Context: an optimization exercise on an open-source flow, tuned for small area, a short achievable clock period and few clock cycles per item. The choices shown serve that exercise and are no tape-out recipe. Function was checked by simulation only, so behaviour that the tests miss may differ from the original. Power is estimated from default activity; no workload was simulated.

Design exec_unit, start of the top module:
module exec_unit (
  input  wire                       clk,
  input  wire                       arst_n_i,
  input  wire                       valid_i,
  input  wire [31:0]                instr_i,
  input  wire [63:0]                src_a_i,
  input  wire [63:0]                src_b_i,
  output logic [63:0]               result_o,
  output logic                      done_o,
  output logic                      ready_o
);
Size: ~6,200 cells after synthesis, roughly 400 flip-flops, roughly 43,000 um^2 of cells after synthesis.
clock: 6.5 ns
lec_check: 0
abc_area: 1
cap_margin: 20
core_margin: 10
core_utilization: 40
place_density: 0.6
setup_slack_margin: 3.3
slew_margin: 20
run.sh (not shown) runs the stock make flow with config.mk's settings and CLKGATE_MAP_FILE= SYNTH_SCRIPT=/design/flow/synth_recipe.tcl, a recipe that flattens the netlist after the stock synthesis.
Testbench counts at the start, summed over its fixed seeds: cycles 23,029, items 16,000.
Edit:
--- a/flow/design.v
+++ b/flow/design.v
@@ -60,15 +60,14 @@
   typedef logic [XLEN-1:0] xlen_t;
   typedef struct packed {
     logic sel_sum;    
     logic clr_lsb;    
     logic sel_shr;    
     logic sel_shl;    
-    logic sel_xor;
-    logic sel_or;
-    logic sel_and;
+    logic sel_p;      
+    logic sel_g;      
     logic sel_cmp;    
     logic word;       
     logic sh_arith;   
     logic inv;        
     logic c_eq;       
     logic c_lts;      
@@ -156,19 +155,22 @@
         end
         3'd3: begin
           ctl_o.sel_cmp = 1'b1;
           ctl_o.c_ltu   = 1'b1;
           inv_a         = 1'b1;
         end
-        3'd4: ctl_o.sel_xor = 1'b1;
+        3'd4: ctl_o.sel_p = 1'b1;
         3'd5: begin
           ctl_o.sel_shr  = 1'b1;
           ctl_o.sh_arith = instr_i[30];
         end
-        3'd6: ctl_o.sel_or = 1'b1;
-        default: ctl_o.sel_and = 1'b1;
+        3'd6: begin
+          ctl_o.sel_p = 1'b1;
+          ctl_o.sel_g = 1'b1;
+        end
+        default: ctl_o.sel_g = 1'b1;
       endcase
     end else if (alu_rr32) begin
       case (f3)
         3'd0: begin
           ctl_o.sel_sum = 1'b1;
           ctl_o.word    = 1'b1;
@@ -259,15 +261,14 @@
   end
   always_comb begin
     res = ({XLEN{ctl_i.sel_sum}} & {sum[XLEN-1:1] ^ {(XLEN-1){ctl_i.inv}},
                                      (sum[0] ^ ctl_i.inv) & !ctl_i.clr_lsb})
         | ({XLEN{ctl_i.sel_shr}} & shr)
         | ({XLEN{ctl_i.sel_shl}} & shl)
-        | ({XLEN{ctl_i.sel_xor}} & (op_a_i ^ op_b_i))
-        | ({XLEN{ctl_i.sel_or}}  & (op_a_i | op_b_i))
-        | ({XLEN{ctl_i.sel_and}} & (op_a_i & op_b_i))
+        | ({XLEN{ctl_i.sel_p}} & (op_a_i ^ op_b_i))
+        | ({XLEN{ctl_i.sel_g}} & (op_a_i & op_b_i))
         | {{(XLEN-1){1'b0}}, ctl_i.sel_cmp & cond};
     result_o = ctl_i.word ? {{32{res[31]}}, res[31:0]} : res;
   end
 endmodule
 `default_nettype wire
 `default_nettype none
@@ -394,12 +395,13 @@
   exu_pkg::xlen_t    op_a_d, op_b_d, op_a_q, op_b_q;
   logic [5:0]        shamt_q;   
   exu_pkg::xlen_t    alu_res;
   logic              is_mul;
   logic              accept, accept_mul;
   logic              busy_q;   
+  logic              busy_d;
   logic              alu_v_q;
   logic              mul_run_q, mul_fin_q;
   logic              fin_low, fin_high;
   logic [CNT_W-1:0]  cnt_q;
   logic              last_step;
   logic [66:0]       acc_s_q, acc_c_q, acc_s_d, acc_c_d;
@@ -490,28 +492,24 @@
     one_h_q  <= {4{busy_q | accept_mul}} & one_d;
     two_h_q  <= {4{busy_q | accept_mul}} & two_d;
     neg_h_q  <= {4{busy_q | accept_mul}} & neg_d;
     first_q  <= accept_mul;
     cnt_q    <= accept_mul ? '0 : cnt_q + 1'b1;
   end
+  assign busy_d = accept_mul | (mul_run_q & !(last_step & !mreq_q.take_high));
   always_ff @(posedge clk or negedge arst_n_i) begin
     if (!arst_n_i) begin
       mul_run_q <= 1'b0;
       mul_fin_q <= 1'b0;
-      ready_o   <= 1'b1;
-      busy_q    <= 1'b0;
+      ready_o   <= 1'b0;
+      busy_q    <= 1'b1;
     end else begin
       mul_run_q <= accept_mul | (mul_run_q & !last_step);
       mul_fin_q <= last_step;
-      if (accept_mul) begin
-        ready_o <= 1'b0;
-        busy_q  <= 1'b1;
-      end else if ((last_step & !mreq_q.take_high) | fin_high) begin
-        ready_o <= 1'b1;
-        busy_q  <= 1'b0;
-      end
+      ready_o   <= !busy_d;
+      busy_q    <= busy_d;
     end
   end
   int_alu int_alu_inst (
     .ctl_i    (ctl_q),
     .op_a_i   (op_a_q),
     .op_b_i   (op_b_q),
The changed run completed with no timing, DRC or antenna violations.
Total power came out lower by a few percent.
Synthesized cell count is about the same.
Clock power fell by a few percent.
Setup slack improves by 0.014 ns.
First-iteration DRC count shrinks by a little under a tenth.
Final cell count came out lower slightly.
Wire length went down by a few percent.
Global-route usage decreases by 2.5 points.
Non-clock buffer count came out lower by 34.
Die area went down slightly.
Fmax goes up slightly.
Testbench counts after the change, summed over its fixed seeds: cycles 23,029, items 16,000.

==> port drivers added, routing unchanged <==
In the flow no input, the clock included, has a driving cell. The finished layouts below were timed again as built, in two steps.
Step 1 (the two cells are an assumption about what drives the block):
set clk [get_ports {clk}]
set_driving_cell -lib_cell sky130_fd_sc_hd__clkbuf_16 $clk
set_driving_cell -lib_cell sky130_fd_sc_hd__buf_2 [delete_from_list [all_inputs] $clk]
Step 2 times the ports against the registers' clock, not the clock port: input delays grow and output delays shrink by t, the midpoint of the rising clock arrivals with the driver on.
Three values: ideal ports, drivers, drivers and shift; two values: the first two.
run | shift t [ns] | slack for setup (ns) | worst hold slack (ns)
the first run | 0.720 | 3.238 / 3.274 / 2.561 | 0.426 / 0.426 / 0.426
the second run | 0.736 | 3.252 / 3.252 / 2.645 | 0.432 / 0.432 / 0.432
After both steps setup and hold are still met in every run listed. For the first run, which loses most, drivers alone change the setup slack by +0.036 ns; drivers and shift together by -0.677 ns.
